This design comes from an exercise in tuning for small area and a short achievable clock period on the open sky130 flow, not from production work. Only simulation tests tie the RTL to the original design; equivalence was not proved. Power is estimated from default activity; no workload was simulated.

**flow/flow/run.sh**
```bash
#!/bin/bash
set -euo pipefail
CTS="-sink_clustering_enable -repair_clock_nets -dont_use_dummy_load"
CTS="$CTS -buf_list {sky130_fd_sc_hd__clkbuf_16} -sink_clustering_size 25 -sink_clustering_max_diameter 105"
ARGS=("BUFFER_PORTS_ARGS=-buffer_cell sky130_fd_sc_hd__buf_1" "CTS_ARGS=$CTS")
bash standard.sh "${ARGS[@]}" synth floorplan place > standard_place.log 2>&1
bash standard.sh "${ARGS[@]}" SETUP_SLACK_MARGIN=1.0 cts > standard_cts.log 2>&1
bash standard.sh "${ARGS[@]}" finish > standard.log 2>&1
```
**flow/standard.sh**
```bash
#!/bin/bash
# synth_recipe.tcl (not shown) runs the flow's synth.tcl, then flattens the netlist and writes it again
# the make line also repeats each setting of config.mk as NAME=value (left out here)
make -C /OpenROAD-flow-scripts/flow DESIGN_CONFIG=/design/flow/config.mk WORK_HOME=/design/flow/orfs CLKGATE_MAP_FILE= SYNTH_SCRIPT=/design/flow/synth_recipe.tcl "${@:-finish}"
```
**flow/config.mk**
```make
export PLATFORM = sky130hd
export DESIGN_NAME = decodeStage
export DESIGN_NICKNAME = decodeStage
export VERILOG_FILES = /design/flow/design.v
export SDC_FILE = /design/flow/constraint.sdc
export NUM_CORES = 4
export LEC_CHECK = 0
export CAP_MARGIN = 20
export CORE_MARGIN = 2
export CORE_UTILIZATION = 45
export GPL_ROUTABILITY_DRIVEN = 0
export SETUP_SLACK_MARGIN = 0.3
export SLEW_MARGIN = 20
export SYNTH_HIERARCHICAL = 1
```
**flow/constraint.sdc**
```tcl
create_clock -name core_clock -period 8.0 [get_ports {CLK}]
set_input_delay 1.6000 -clock core_clock [delete_from_list [all_inputs] [get_ports {CLK}]]
set_output_delay 1.6000 -clock core_clock [all_outputs]
set_load 0.01 [all_outputs]
```
**flow/design.v**
```verilog
`timescale 1ns/1ns
module instrDecoder (
	input logic [31:0] instr,
	output logic link,	 
	output logic regDst,	 
	output logic aluSrc,	 
	output logic signExt,
	output logic memRead,
	output logic memWrite,
	output logic memToReg,
	output logic regWrite,
	output logic sysCall,
	output logic illegal,
	output logic [2:0] branch,
	output logic [1:0] jump,
	output logic [5:0] aluOp
);
	localparam logic [5:0] aluNop = 6'd0;
	localparam logic [5:0] aluAdd = 6'd1;
	localparam logic [5:0] aluAddu = 6'd2;
	localparam logic [5:0] aluSub = 6'd3;
	localparam logic [5:0] aluSubu = 6'd4;
	localparam logic [5:0] aluAnd = 6'd5;
	localparam logic [5:0] aluOr = 6'd6;
	localparam logic [5:0] aluXor = 6'd7;
	localparam logic [5:0] aluNor = 6'd8;
	localparam logic [5:0] aluSlt = 6'd9;
	localparam logic [5:0] aluSltu = 6'd10;
	localparam logic [5:0] aluSll = 6'd11;
	localparam logic [5:0] aluSrl = 6'd12;
	localparam logic [5:0] aluSra = 6'd13;
	localparam logic [5:0] aluSllv = 6'd14;
	localparam logic [5:0] aluSrlv = 6'd15;
	localparam logic [5:0] aluSrav = 6'd16;
	localparam logic [5:0] aluLui = 6'd17;
	localparam logic [2:0] brNone = 3'd0;
	localparam logic [2:0] brEq = 3'd1;
	localparam logic [2:0] brNe = 3'd2;
	localparam logic [2:0] brLez = 3'd3;
	localparam logic [2:0] brGtz = 3'd4;
	localparam logic [2:0] brLtz = 3'd5;
	localparam logic [2:0] brGez = 3'd6;
	localparam logic [1:0] jmpNone = 2'd0;
	localparam logic [1:0] jmpImm = 2'd1;	 
	localparam logic [1:0] jmpReg = 2'd2;	 
	localparam logic [5:0] opSpecial = 6'b000000;
	localparam logic [5:0] opRegimm = 6'b000001;
	localparam logic [5:0] opJ = 6'b000010;
	localparam logic [5:0] opJal = 6'b000011;
	localparam logic [5:0] opBeq = 6'b000100;
	localparam logic [5:0] opBne = 6'b000101;
	localparam logic [5:0] opBlez = 6'b000110;
	localparam logic [5:0] opBgtz = 6'b000111;
	localparam logic [5:0] opAddi = 6'b001000;
	localparam logic [5:0] opAddiu = 6'b001001;
	localparam logic [5:0] opSlti = 6'b001010;
	localparam logic [5:0] opSltiu = 6'b001011;
	localparam logic [5:0] opAndi = 6'b001100;
	localparam logic [5:0] opOri = 6'b001101;
	localparam logic [5:0] opXori = 6'b001110;
	localparam logic [5:0] opLui = 6'b001111;
	localparam logic [5:0] opLb = 6'b100000;
	localparam logic [5:0] opLh = 6'b100001;
	localparam logic [5:0] opLw = 6'b100011;
	localparam logic [5:0] opLbu = 6'b100100;
	localparam logic [5:0] opLhu = 6'b100101;
	localparam logic [5:0] opSb = 6'b101000;
	localparam logic [5:0] opSh = 6'b101001;
	localparam logic [5:0] opSw = 6'b101011;
	localparam logic [5:0] fnSll = 6'b000000;
	localparam logic [5:0] fnSrl = 6'b000010;
	localparam logic [5:0] fnSra = 6'b000011;
	localparam logic [5:0] fnSllv = 6'b000100;
	localparam logic [5:0] fnSrlv = 6'b000110;
	localparam logic [5:0] fnSrav = 6'b000111;
	localparam logic [5:0] fnJr = 6'b001000;
	localparam logic [5:0] fnJalr = 6'b001001;
	localparam logic [5:0] fnSyscall = 6'b001100;
	localparam logic [5:0] fnAdd = 6'b100000;
	localparam logic [5:0] fnAddu = 6'b100001;
	localparam logic [5:0] fnSub = 6'b100010;
	localparam logic [5:0] fnSubu = 6'b100011;
	localparam logic [5:0] fnAnd = 6'b100100;
	localparam logic [5:0] fnOr = 6'b100101;
	localparam logic [5:0] fnXor = 6'b100110;
	localparam logic [5:0] fnNor = 6'b100111;
	localparam logic [5:0] fnSlt = 6'b101010;
	localparam logic [5:0] fnSltu = 6'b101011;
	localparam logic [4:0] rtBltz = 5'b00000;
	localparam logic [4:0] rtBgez = 5'b00001;
	logic [5:0] opcode;
	logic [5:0] fn;
	logic [4:0] rtField;
	assign opcode = instr[31:26];
	assign fn = instr[5:0];
	assign rtField = instr[20:16];
	always_comb begin
		link = 1'b0;
		regDst = 1'b0;
		aluSrc = 1'b0;
		signExt = 1'b0;
		memRead = 1'b0;
		memWrite = 1'b0;
		memToReg = 1'b0;
		regWrite = 1'b0;
		sysCall = 1'b0;
		illegal = 1'b0;
		branch = brNone;
		jump = jmpNone;
		aluOp = aluNop;
		case (opcode)
			opSpecial: begin
				case (fn)
					fnSll: begin regDst = 1'b1; regWrite = 1'b1; aluOp = aluSll; end
					fnSrl: begin regDst = 1'b1; regWrite = 1'b1; aluOp = aluSrl; end
					fnSra: begin regDst = 1'b1; regWrite = 1'b1; aluOp = aluSra; end
					fnSllv: begin regDst = 1'b1; regWrite = 1'b1; aluOp = aluSllv; end
					fnSrlv: begin regDst = 1'b1; regWrite = 1'b1; aluOp = aluSrlv; end
					fnSrav: begin regDst = 1'b1; regWrite = 1'b1; aluOp = aluSrav; end
					fnAdd: begin regDst = 1'b1; regWrite = 1'b1; aluOp = aluAdd; end
					fnAddu: begin regDst = 1'b1; regWrite = 1'b1; aluOp = aluAddu; end
					fnSub: begin regDst = 1'b1; regWrite = 1'b1; aluOp = aluSub; end
					fnSubu: begin regDst = 1'b1; regWrite = 1'b1; aluOp = aluSubu; end
					fnAnd: begin regDst = 1'b1; regWrite = 1'b1; aluOp = aluAnd; end
					fnOr: begin regDst = 1'b1; regWrite = 1'b1; aluOp = aluOr; end
					fnXor: begin regDst = 1'b1; regWrite = 1'b1; aluOp = aluXor; end
					fnNor: begin regDst = 1'b1; regWrite = 1'b1; aluOp = aluNor; end
					fnSlt: begin regDst = 1'b1; regWrite = 1'b1; aluOp = aluSlt; end
					fnSltu: begin regDst = 1'b1; regWrite = 1'b1; aluOp = aluSltu; end
					fnJr: begin jump = jmpReg; end
					fnJalr: begin jump = jmpReg; link = 1'b1; regWrite = 1'b1; aluOp = aluAdd; end
					fnSyscall: begin
						sysCall = 1'b1;
						aluOp = aluAdd;	 
					end
					default: illegal = 1'b1;
				endcase
			end
			opRegimm: begin
				case (rtField)
					rtBltz: branch = brLtz;
					rtBgez: branch = brGez;
					default: illegal = 1'b1;
				endcase
			end
			opJ: begin jump = jmpImm; end
			opJal: begin jump = jmpImm; link = 1'b1; regWrite = 1'b1; aluOp = aluAdd; end
			opBeq: branch = brEq;
			opBne: branch = brNe;
			opBlez: branch = brLez;
			opBgtz: branch = brGtz;
			opAddi: begin aluSrc = 1'b1; regWrite = 1'b1; signExt = 1'b1; aluOp = aluAdd; end
			opAddiu: begin aluSrc = 1'b1; regWrite = 1'b1; signExt = 1'b1; aluOp = aluAddu; end
			opSlti: begin aluSrc = 1'b1; regWrite = 1'b1; signExt = 1'b1; aluOp = aluSlt; end
			opSltiu: begin aluSrc = 1'b1; regWrite = 1'b1; signExt = 1'b1; aluOp = aluSltu; end
			opAndi: begin aluSrc = 1'b1; regWrite = 1'b1; aluOp = aluAnd; end
			opOri: begin aluSrc = 1'b1; regWrite = 1'b1; aluOp = aluOr; end
			opXori: begin aluSrc = 1'b1; regWrite = 1'b1; aluOp = aluXor; end
			opLui: begin aluSrc = 1'b1; regWrite = 1'b1; aluOp = aluLui; end
			opLb, opLh, opLw, opLbu, opLhu: begin
				aluSrc = 1'b1; signExt = 1'b1; aluOp = aluAdd;
				memRead = 1'b1; memToReg = 1'b1; regWrite = 1'b1;
			end
			opSb, opSh, opSw: begin
				aluSrc = 1'b1; signExt = 1'b1; aluOp = aluAdd;
				memWrite = 1'b1;
			end
			default: illegal = 1'b1;
		endcase
	end
endmodule
`timescale 1ns/1ns
module registerFile (
	input logic CLK,
	input logic [4:0] rsAddr,
	input logic [4:0] rtAddr,
	output logic [31:0] rsDataN,	 
	output logic [31:0] rtDataN,
	output logic [31:0] r2Value,	 
	input logic wbEnable,
	input logic [4:0] wbAddr,
	input logic [31:0] wbData
);
	logic [31:0] regs [1:31];
	logic [31:1] rsSel;
	logic [31:1] rtSel;
	logic [32*31-1:0] regsFlat;
	genvar i;
	generate
		for (i = 1; i < 32; i = i + 1) begin : g_reg
			always_ff @(posedge CLK) begin
				if (wbEnable && (wbAddr == i)) begin
					regs[i] <= ~wbData;
				end
			end
			assign rsSel[i] = (rsAddr == i);
			assign rtSel[i] = (rtAddr == i);
			assign regsFlat[(i-1)*32 +: 32] = regs[i];
		end
	endgenerate
	readPort u_rs (.selN(~rsSel), .regsFlatN(regsFlat), .dataN(rsDataN));
	readPort u_rt (.selN(~rtSel), .regsFlatN(regsFlat), .dataN(rtDataN));
	assign r2Value = ~regs[2];	 
endmodule
module readPort (
	input logic [31:1] selN,
	input logic [32*31-1:0] regsFlatN,
	output logic [31:0] dataN
);
	logic [31:0] data;
	always_comb begin
		data = 32'd0;
		for (int k = 1; k < 32; k = k + 1)
			data = data | (~regsFlatN[(k-1)*32 +: 32] & {32{~selN[k]}});
	end
	assign dataN = ~data;
endmodule
`timescale 1ns/1ns
module branchResolver (
	input logic [2:0] branch,
	input logic [1:0] jump,
	input logic [31:0] instr,
	input logic [31:0] pc,	 
	input logic [31:0] rsDataN,	 
	input logic [31:0] rtDataN,
	output logic takenBranch,
	output logic [31:0] nextPc
);
	localparam logic [2:0] brEq = 3'd1;
	localparam logic [2:0] brNe = 3'd2;
	localparam logic [2:0] brLez = 3'd3;
	localparam logic [2:0] brGtz = 3'd4;
	localparam logic [2:0] brLtz = 3'd5;
	localparam logic [2:0] brGez = 3'd6;
	localparam logic [1:0] jmpNone = 2'd0;
	localparam logic [1:0] jmpImm = 2'd1;
	localparam logic [1:0] jmpReg = 2'd2;
	logic condMet;
	logic [31:0] branchOffset;
	logic [31:0] branchTarget;
	logic [31:0] jumpTarget;
	logic [31:0] basePc;
	logic rsEqRt;
	logic rsZero;
	logic rsNeg;
	logic condOther;
	logic condIfEq;
	logic condIfNe;
	assign branchOffset = {{14{instr[15]}}, instr[15:0], 2'b00};	 
	assign branchTarget = pc + branchOffset;
	assign jumpTarget = {pc[31:28], instr[25:0], 2'b00};	 
	wordEqual u_eq (.aN(rsDataN), .bN(rtDataN), .eq(rsEqRt));
	assign rsZero = &rsDataN;
	assign rsNeg = ~rsDataN[31];
	assign condOther = ((branch == brLez) && (rsNeg || rsZero))
		|| ((branch == brGtz) && !rsNeg && !rsZero)
		|| ((branch == brLtz) && rsNeg)
		|| ((branch == brGez) && !rsNeg);
	assign condIfEq = (branch == brEq) || condOther;
	assign condIfNe = (branch == brNe) || condOther;
	bitSelect u_cond (.sel(rsEqRt), .a(condIfEq), .b(condIfNe), .y(condMet));
	assign takenBranch = condMet || (jump != jmpNone);
	always_comb begin
		case (jump)
			jmpImm: basePc = jumpTarget;
			jmpReg: basePc = ~rsDataN;
			default: basePc = pc;	 
		endcase
	end
	wordSelect u_pc (.sel(condMet), .a(branchTarget), .b(basePc), .y(nextPc));
endmodule
module wordEqual (
	input logic [31:0] aN,
	input logic [31:0] bN,
	output logic eq
);
	assign eq = (aN == bN);
endmodule
module bitSelect (
	input logic sel,
	input logic a,
	input logic b,
	output logic y
);
	assign y = sel ? a : b;
endmodule
module wordSelect (
	input logic sel,
	input logic [31:0] a,
	input logic [31:0] b,
	output logic [31:0] y
);
	assign y = sel ? a : b;
endmodule
`timescale 1ns/1ns
module decodeStage (
	input logic CLK,
	input logic RESET,
	input logic FREEZE,
	input logic BUBBLE,
	input logic [31:0] instr,
	input logic [31:0] pc,
	input logic [31:0] r2Input,
	input logic wbEnable,
	input logic [4:0] wbAddr,
	input logic [31:0] wbData,
	output logic [31:0] exOpA,
	output logic [31:0] exOpB,
	output logic [31:0] exRtData,
	output logic [4:0] exWriteReg,
	output logic [4:0] exRsAddr,
	output logic [4:0] exRtAddr,
	output logic [4:0] exShamt,
	output logic [31:0] exImm,
	output logic [5:0] exAluOp,
	output logic exAluSrc,
	output logic exMemRead,
	output logic exMemWrite,
	output logic exMemToReg,
	output logic exDoWriteback,
	output logic exTakenBranch,
	output logic sysCall,
	output logic illegalInstr,
	output logic [31:0] nextPc,
	output logic takenBranch,
	output logic [31:0] r2Value
);
	localparam logic [2:0] brLez = 3'd3;
	localparam logic [2:0] brGtz = 3'd4;
	localparam logic [2:0] brLtz = 3'd5;
	localparam logic [2:0] brGez = 3'd6;
	localparam logic [1:0] jmpNone = 2'd0;
	localparam logic [1:0] jmpImm = 2'd1;
	localparam logic [4:0] linkReg = 5'd31;	 
	localparam logic [31:0] linkOffset = 32'd4;
	logic cLink;
	logic cRegDst;
	logic cAluSrc;
	logic cSignExt;
	logic cMemRead;
	logic cMemWrite;
	logic cMemToReg;
	logic cRegWrite;
	logic cSysCall;
	logic cIllegal;
	logic [2:0] cBranch;
	logic [1:0] cJump;
	logic [5:0] cAluOp;
	logic exLink;
	logic exImmHi;
	logic [31:0] nOpA;
	logic [4:0] nWriteReg;
	logic [4:0] nRsAddr;
	logic [4:0] nRtAddr;
	logic [31:0] nImm;
	logic [4:0] rsField;
	logic [4:0] rtField;
	logic [4:0] rdField;
	logic [31:0] rsData;
	logic [31:0] rtData;
	logic [31:0] rsDataN;
	logic [31:0] rtDataN;
	logic rsUnused;
	logic rtUnused;
	assign rsField = instr[25:21];
	assign rtField = instr[20:16];
	assign rdField = instr[15:11];
	instrDecoder u0 (
		.instr(instr),
		.link(cLink),
		.regDst(cRegDst),
		.aluSrc(cAluSrc),
		.signExt(cSignExt),
		.memRead(cMemRead),
		.memWrite(cMemWrite),
		.memToReg(cMemToReg),
		.regWrite(cRegWrite),
		.sysCall(cSysCall),
		.illegal(cIllegal),
		.branch(cBranch),
		.jump(cJump),
		.aluOp(cAluOp)
	);
	registerFile u1 (
		.CLK(CLK),
		.rsAddr(rsField),
		.rtAddr(rtField),
		.rsDataN(rsDataN),
		.rtDataN(rtDataN),
		.r2Value(r2Value),
		.wbEnable(wbEnable),
		.wbAddr(wbAddr),
		.wbData(wbData)
	);
	branchResolver u2 (
		.branch(cBranch),
		.jump(cJump),
		.instr(instr),
		.pc(pc),
		.rsDataN(rsDataN),
		.rtDataN(rtDataN),
		.takenBranch(takenBranch),
		.nextPc(nextPc)
	);
	assign rsData = ~rsDataN;
	assign rtData = ~rtDataN;
	assign rsUnused = cLink || cSysCall || cIllegal || (cJump == jmpImm);
	assign rtUnused = cAluSrc || cLink || cSysCall || cIllegal
		|| (cJump != jmpNone) || (cBranch == brLez) || (cBranch == brGtz)
		|| (cBranch == brLtz) || (cBranch == brGez);
	always_comb begin
		nOpA = cLink ? pc : (cSysCall ? r2Input : rsData);
		if (cRegDst)
			nWriteReg = rdField;
		else if (cLink)
			nWriteReg = linkReg;
		else if (cSysCall || cIllegal)
			nWriteReg = 5'd0;
		else
			nWriteReg = rtField;
		nRsAddr = rsUnused ? 5'd0 : rsField;
		nRtAddr = rtUnused ? 5'd0 : rtField;
		nImm = cSignExt ? {{16{instr[15]}}, instr[15:0]} : {16'd0, instr[15:0]};
	end
	assign exAluOp[5] = 1'b0;
	assign exMemToReg = exMemRead;
	assign exShamt = exImm[10:6];
	assign exImm[31:16] = {16{exImmHi}};
	assign exOpB = exLink ? linkOffset : (sysCall ? 32'd0 : exRtData);
	always_ff @(posedge CLK or negedge RESET) begin
		if (!RESET) begin
			exOpA <= 32'd0;
			exLink <= 1'b0;
			exRtData <= 32'd0;
			exWriteReg <= 5'd0;
			exRsAddr <= 5'd0;
			exRtAddr <= 5'd0;
			exImm[15:0] <= 16'd0;
			exImmHi <= 1'b0;
			exAluOp[4:0] <= 5'd0;
			exAluSrc <= 1'b0;
			exMemRead <= 1'b0;
			exMemWrite <= 1'b0;
			exDoWriteback <= 1'b0;
			exTakenBranch <= 1'b0;
			sysCall <= 1'b0;
			illegalInstr <= 1'b0;
		end else if (BUBBLE) begin
			exOpA <= 32'd0;
			exLink <= 1'b0;
			exRtData <= 32'd0;
			exWriteReg <= 5'd0;
			exRsAddr <= 5'd0;
			exRtAddr <= 5'd0;
			exImm[15:0] <= 16'd0;
			exImmHi <= 1'b0;
			exAluOp[4:0] <= 5'd0;
			exAluSrc <= 1'b0;
			exMemRead <= 1'b0;
			exMemWrite <= 1'b0;
			exDoWriteback <= 1'b0;
			exTakenBranch <= 1'b0;
			sysCall <= 1'b0;
			illegalInstr <= 1'b0;
		end else if (!FREEZE) begin
			exOpA <= nOpA;
			exLink <= cLink;
			exRtData <= rtData;	 
			exWriteReg <= nWriteReg;
			exRsAddr <= nRsAddr;
			exRtAddr <= nRtAddr;
			exImm[15:0] <= nImm[15:0];
			exImmHi <= nImm[31];
			exAluOp[4:0] <= cAluOp[4:0];
			exAluSrc <= cAluSrc;
			exMemRead <= cMemRead;
			exMemWrite <= cMemWrite;
			exDoWriteback <= cRegWrite || cMemToReg;
			exTakenBranch <= takenBranch;
			sysCall <= cSysCall;
			illegalInstr <= cIllegal;
		end
	end
endmodule
```
==> results.sh, run 1 <==
export IMPL_hpwl_um=125000
export IMPL_max_freq_mhz=133
export IMPL_relSlewSlack_pct=26.0
export IMPL_switchingPower_mw=2.80
export IMPL_status="finished clean"
export IMPL_finalCriticalPeriod_ns=7.50
export IMPL_cts_reportedPaths_clkPinSlew_ns=0.10
export IMPL_synth_cells=4176
export IMPL_die_y_um=338
export IMPL_nets=4703
export IMPL_slew_violations=0
export IMPL_start_util_pct=45.3
export IMPL_first_iter_violations=6236
export IMPL_setup_viol=0
export IMPL_arrival_ns=5.90
export IMPL_viasPerCell=6.81
export IMPL_pwr_share_comb_pct=12.7
export IMPL_fillerInstances=9659
export IMPL_hold_viol_final=0
export IMPL_die_area_sq_mm=0.114
export IMPL_yosysWarnings=12
export IMPL_port_buffers=363
export IMPL_drtAntennaViolNets=0
export IMPL_post_route_util_pct=51.1
export IMPL_track_usage_pct=34.4
export IMPL_dp_cells=5934
export IMPL_synth_nets=4353
export IMPL_grt_pass1_vias=38379
export IMPL_grt_max_degree=72
export IMPL_fin_tns_setup_ns=0
export IMPL_critical_path_class="primary input to output port"
export IMPL_crit_required_ns=6.40
export IMPL_vias=41013
export IMPL_power_mw=10.7
export IMPL_clock_sinks=1101
export IMPL_final_cells=6019
export IMPL_synth_area_sq_mm=0.0502
export IMPL_drive_gt1_share_pct=9.84
export IMPL_hold_path_class="flop to flop"
export IMPL_core_sq_mm=0.111
export IMPL_cts_path_max_buffers=3
export IMPL_syn_to_final_growth_pct=12.8
export IMPL_period_share_pct=93.8
export IMPL_tightest_slew_ns=1.11
export IMPL_cts_buffers_inserted=51
export IMPL_setup_ws_ns=0.499
export IMPL_clk_latency_ns=0.70
export IMPL_grt_pass1_wl_um=278000
export IMPL_maxCapViolCount=0
export IMPL_power_frac_seq_pct=59.9
export IMPL_internal_power_mw=7.93
export IMPL_skew_ns=0.0496
export IMPL_antenna_found_initial=9
export IMPL_power_density_mw_per_mm2=190
export IMPL_num_io_pins=365
export IMPL_pre_cts_slack_ns=-0.237
export IMPL_vdd_drop_max_v=0.000184
export IMPL_route_detailed_drc=0
export IMPL_cts_tree="built"
export IMPL_wl_per_cell_um=33.5
export IMPL_avgSynthCellArea_sq_um=12.0
export IMPL_rows=122
export IMPL_rsz0062_at_grt="no"
export IMPL_grt_overflow_total=0
export IMPL_clockRootBuffer="clkbuf_16"
export IMPL_htreeDepth=2
export IMPL_die_x_um=338
export IMPL_wirelength_um=202000
export IMPL_leakagePower_nw=19.2
export IMPL_power_share_clock_pct=27.4
export IMPL_first_pass_iters=8
export IMPL_critPathMaxFanout=19
export IMPL_startpoint_type="primary input"
export IMPL_crit_path_end_kind="output port"
export IMPL_swShare_pct=26.1
==> power groups by stage <==
stage | Combinational, mW | Clock (mW) | Sequential [mW]
final | 1.37 | 2.93 | 6.43
after detailed placement | 1.25 | 0 | 6.55
after CTS | 1.31 | 2.94 | 6.42
after global routing | 1.43 | 3.12 | 6.44
after floorplan | 0.642 | 0 | 6.55
after global placement | 1.25 | 0 | 6.55
==> per-stage QoR <==
stage,area (sq um),hold WS (ns)
after CTS,56500,0.503
after global placement,54300,0.476
after global routing,56500,0.519
after floorplan,50200,0.515
final,56600,0.501
after detailed placement,54300,0.480
==> worst paths after layout <==
check                           cells after the start                         to                      from  slack [ns]
min in group asynchronous                           1       exImm[7]$_DFFE_PN0P_                     RESET        1.02
worst max-delay path                               20                 nextPc[31]                 instr[25]        0.50
worst min-delay path                                1       exOpA[0]$_DFFE_PN0P_      exOpA[0]$_DFFE_PN0P_        0.50
worst max register to register                     15  exTakenBranch$_DFFE_PN0P_  u1.regs[2][24]$_DFFE_PP_        4.20
max in group asynchronous                           2  exWriteReg[4]$_DFFE_PN0P_                     RESET        5.67
worst min register to register                      1       exOpA[0]$_DFFE_PN0P_      exOpA[0]$_DFFE_PN0P_        0.50
==> cell type report <==
cell class                 count  area [sq um]  area share (%)
sequential                  1101         32500            57.5
multi-input combinational   2660         16300            28.8
inverter                     119           447           0.790
antenna                        7          17.5          0.0310
timing repair buffer         593          4170            7.38
tap                         1488          1860            3.29
clock buffer                  51          1280            2.26
==> registers in the layout, summed over array words and instances, names as in the netlist <==
register,cells
exOpA,32
exLink,1
exWriteReg,5
exTakenBranch,1
exRsAddr,5
exMemRead,1
exAluSrc,1
exRtAddr,5
exAluOp,5
exDoWriteback,1
exImm,16
exRtData,32
exImmHi,1
illegalInstr,1
u1.regs,992
exMemWrite,1
sysCall,1
==> cell usage in the layout, fill, tap and decap left out, types with 14 or more instances in the layout <==
cell type  count
buf_12        60
a211o_1       33
nor4_1        75
nor2_1       668
xor2_1        42
dfrtp_1      109
o22ai_1      965
a21oi_1       95
xnor2_1       16
a22oi_1       27
nor2_2        14
nand2_1       99
inv_1        114
clkbuf_16     51
mux2i_1       30
buf_1        350
nand2b_1      44
and2_1        34
nand3_1       73
a32o_1        33
ha_1          37
nand4_1       78
nor2_4        43
buf_4        156
o21ai_0       29
edfxtp_1     992
mux2_4        31
==> critical path: stages <==
cell and delay (ns):
buf_4 0.16, buf_4 0.17, nor3b_4 0.17, nand2_4 0.20, buf_12 0.23, o22ai_1 0.12, nor2_1 0.14, nand4_1 0.37
nor2_1 0.39, buf_4 0.19, nand4_1 0.14, nor4_4 0.52, a21boi_2 0.12, a21oi_1 0.17, o21ai_0 0.10, o31ai_1 0.13
mux2_4 0.26, buf_12 0.20, mux2_2 0.36, buf_1 0.13
==> repair_timing <==
item	CTS	global route
endpoints found under the setup margin	33	0
buffers inserted	14	0
hold buffers	0	0
resized for setup	113	0
==> routing by layer <==
metal,up-vias,global-route usage (%),routed length [um]
met5,-,0,73
met4,10,20.4,14100
met3,731,10.4,29000
met2,3346,52.5,87700
met1,19942,43.2,71000
li1,16984,-,-
==> inputs of run 2 (changes only) <==
--- a/flow/flow/run.sh
+++ b/flow/flow/run.sh
@@ -7,2 +7,2 @@
 bash standard.sh "${ARGS[@]}" SETUP_SLACK_MARGIN=1.0 cts > standard_cts.log 2>&1
-bash standard.sh "${ARGS[@]}" finish > standard.log 2>&1
+bash standard.sh "${ARGS[@]}" SETUP_SLACK_MARGIN=0.75 finish > standard.log 2>&1
--- a/flow/config.mk
+++ b/flow/config.mk
@@ -10,3 +10,2 @@
 export CORE_UTILIZATION = 45
-export GPL_ROUTABILITY_DRIVEN = 0
 export SETUP_SLACK_MARGIN = 0.3
==> run 2 against run 1 <==
  * Still clean on timing, DRC and antenna
  * Design area rose by 0.97%
  * Core utilization increased by 0.50 points
  * Critical path depth is 2 lower
  * Clock power hardly changed
  * Combinational power about the same
  * Fmax is 3.6% higher
  * Routed wire length grew 2.5%
  * Largest power group unchanged
==> results.sh, run 2 <==
export IMPL_die_y_um=338
export IMPL_grt_pass1_vias=38691
export IMPL_setup_viol=0
export IMPL_syn_to_final_growth_pct=13.9
export IMPL_slew_violations=0
export IMPL_pwr_share_comb_pct=13.0
export IMPL_status="finished clean"
export IMPL_hold_path_class="flop to flop"
export IMPL_min_to="exOpA[11]$_DFFE_PN0P_"
export IMPL_cts_buffers_inserted=50
export IMPL_first_pass_iters=5
export IMPL_track_usage_pct=35.3
export IMPL_r2r_end="exTakenBranch$_DFFE_PN0P_"
export IMPL_regArea_sq_mm=0.0325
export IMPL_crit_path_cell_trace="buf_2, buf_4, and3_2, nand2_4, buf_12, buf_8, o22ai_1, nor2_1, nand4_1, nor2_2, xor2_1, nor4_1, nand4_1, nor2_2, mux2_4, buf_12, mux2_4, buf_1"
export IMPL_fillerInstances=9589
export IMPL_first_iter_violations=6261
export IMPL_grt_max_degree=77
export IMPL_largest_reg_flops=992
export IMPL_vias=41463
export IMPL_hpwl_um=124000
export IMPL_critical_path_class="primary input to output port"
export IMPL_synth_nets=4353
export IMPL_cts_reportedPaths_clkPinSlew_ns=0.10
export IMPL_power_mw=10.7
export IMPL_avgSynthCellArea_sq_um=12.0
export IMPL_setup_ws_ns=0.757
export IMPL_rows=122
export IMPL_cp_slowest_stage_delay_ns=0.37
export IMPL_synth_area_sq_mm=0.0502
export IMPL_crit_required_ns=6.40
export IMPL_post_route_util_pct=51.6
export IMPL_antenna_found_initial=8
export IMPL_crit_path_end_kind="output port"
export IMPL_wl_per_cell_um=34.2
export IMPL_start_util_pct=45.3
export IMPL_hold_start="exOpA[11]$_DFFE_PN0P_"
export IMPL_rsz0062_at_grt="no"
export IMPL_critPathMaxFanout=19
export IMPL_maxCapViolCount=0
export IMPL_swShare_pct=26.2
export IMPL_gp_congestion=0.973
export IMPL_clock_sinks=1101
export IMPL_final_cell_mix="992 x edfxtp_1, 965 x o22ai_1, 665 x nor2_1, 350 x buf_1, 169 x buf_4"
export IMPL_drtAntennaViolNets=0
export IMPL_vdd_drop_max_v=0.000157
export IMPL_multi_input_area_sq_mm=0.0164
export IMPL_yosysWarnings=12
export IMPL_crit_slowest_cell="mux2_4"
export IMPL_drive_gt1_share_pct=11.1
export IMPL_hold_path_depth=1
export IMPL_cts_tree="built"
export IMPL_num_io_pins=365
export IMPL_switchingPower_mw=2.82
export IMPL_core_sq_mm=0.111
export IMPL_hold_viol_final=0
export IMPL_port_buffers=363
export IMPL_grt_overflow_total=0
export IMPL_final_common_cell="edfxtp_1"
export IMPL_r2r_start="u1.regs[2][22]$_DFFE_PP_"
export IMPL_htreeDepth=2
export IMPL_startpoint_type="primary input"
export IMPL_period_share_pct=90.5
export IMPL_synth_cells=4176
export IMPL_power_frac_seq_pct=59.8
export IMPL_relSlewSlack_pct=22.5
export IMPL_route_detailed_drc=0
export IMPL_grt_pass1_wl_um=284000
export IMPL_power_share_clock_pct=27.2
export IMPL_die_area_sq_mm=0.114
export IMPL_viasPerCell=6.86
export IMPL_wirelength_um=207000
export IMPL_die_x_um=338
export IMPL_cts_path_max_buffers=3
export IMPL_power_density_mw_per_mm2=188
export IMPL_clk_latency_ns=0.71
export IMPL_tightest_slew_ns=1.16
export IMPL_max_freq_mhz=138
export IMPL_holdBufCountCts=0
export IMPL_worstRegToRegCells=14
export IMPL_finalCriticalPeriod_ns=7.24
export IMPL_skew_ns=0.0460
export IMPL_internal_power_mw=7.93
export IMPL_reg2reg_slack_ns=4.39
export IMPL_reg_top3="u1.regs x992, exOpA x32, exRtData x32"
export IMPL_pre_cts_slack_ns=-0.116
export IMPL_nets=4731
export IMPL_arrival_ns=5.64
export IMPL_regMostFlops="u1.regs"
export IMPL_clockRootBuffer="clkbuf_16"
export IMPL_leakagePower_nw=19.5
run 2: worst max-delay path by stage:
stage                          from    endpoint  slack [ns]  cells past startpoint
final                     instr[17]  nextPc[12]        0.76                     18
after global routing      instr[18]   nextPc[6]        0.75                     17
after CTS                 instr[25]  nextPc[31]         1.0                     18
after detailed placement  instr[25]  nextPc[31]       -0.12                     18
after global placement    instr[25]  nextPc[31]        -0.1                     18
after floorplan           instr[21]   nextPc[0]        1.97                     17
run 2: metrics by stage:
stage / TNS (ns) / std cells / hold slack (ns) / cell area (sq um)
6_report: 0 / 6048 / 0.501 / 57100
5_1_grt: 0 / 6042 / 0.516 / 57100
4_1_cts: 0 / 6035 / 0.504 / 56900
3_5_place_dp: -2.43 / 5942 / 0.482 / 54400
3_3_place_gp: -1.62 / 5940 / 0.475 / 54300
2_1_floorplan: 0 / 4176 / 0.515 / 50200
run 2: layer usage:
metal / GRT usage [%] / share of wire (%) / up-vias
li1: - / - / 17012
met1: 45.2 / 35 / 20389
met2: 53.7 / 44 / 3391
met3: 8.94 / 14 / 671
met4: 22.1 / 7.0 / 0
met5: 0 / 0 / -
run 2: timing repair:
item	in CTS	in global routing
setup endpoints to repair	33	32
pin swaps	31	11
gates resized for setup	146	13
gates cloned	14	0
buffers inserted	29	2
run 2: final cells by class:
| class | count | share of cell area [%] |
|---|---|---|
| flip-flops and latches | 1101 | 56.9 |
| diodes | 8 | 0.0351 |
| well taps | 1488 | 3.26 |
| clock buffers | 50 | 2.19 |
| inverters | 119 | 0.782 |
| multi-input cells | 2660 | 28.7 |
| repair buffers | 622 | 8.09 |
run 2: power by group through the flow:
stage	Sequential, mW	Combinational (mW)	Clock (mW)
floorplan	6.55	0.642	0
global placement	6.55	1.26	0
detailed placement	6.55	1.27	0
CTS	6.42	1.34	2.91
global route	6.44	1.46	3.09
finish	6.43	1.40	2.92
run 2: worst max-delay path, delay by kind of cell:
family | cells | cell delay, ns
and+or+nand+nor | 8 | 1.95
buffers and inverters | 6 | 1.12
muxes | 2 | 0.67
xor gates and xnor gates | 1 | 0.18
AOI/OAI and AO/OA | 1 | 0.09

static timing again, ports no longer ideal:
Ports are ideal in the flow. The routed layouts listed here were re-timed in OpenROAD.
Step 1 assumes that a clkbuf_16 drives the clock port and a buf_2 every other input.
Step 2 times the ports against the registers' clock, not the clock port: input delays grow and output delays shrink by t, the midpoint of the rising clock arrivals with the driver on.
Three values: no drivers, after step 1, after step 2; two values: the first two.
| run | t (ns) | setup slack, ns | worst hold slack (ns) | slew at the worst register clock pin (ns) |
|---|---|---|---|---|
| run 1 | 0.751 | 0.499 / 0.446 / 0.446 | 0.501 / 0.501 / 0.501 | 0.11 / 0.11 |
| run 2 | 0.764 | 0.757 / 0.689 / 0.689 | 0.501 / 0.501 / 0.501 | 0.12 / 0.12 |
After both steps setup and hold are still met in every run listed. The setup slack of run 2, which loses most, moves by -0.068 ns with the drivers and by -0.068 ns with both steps.
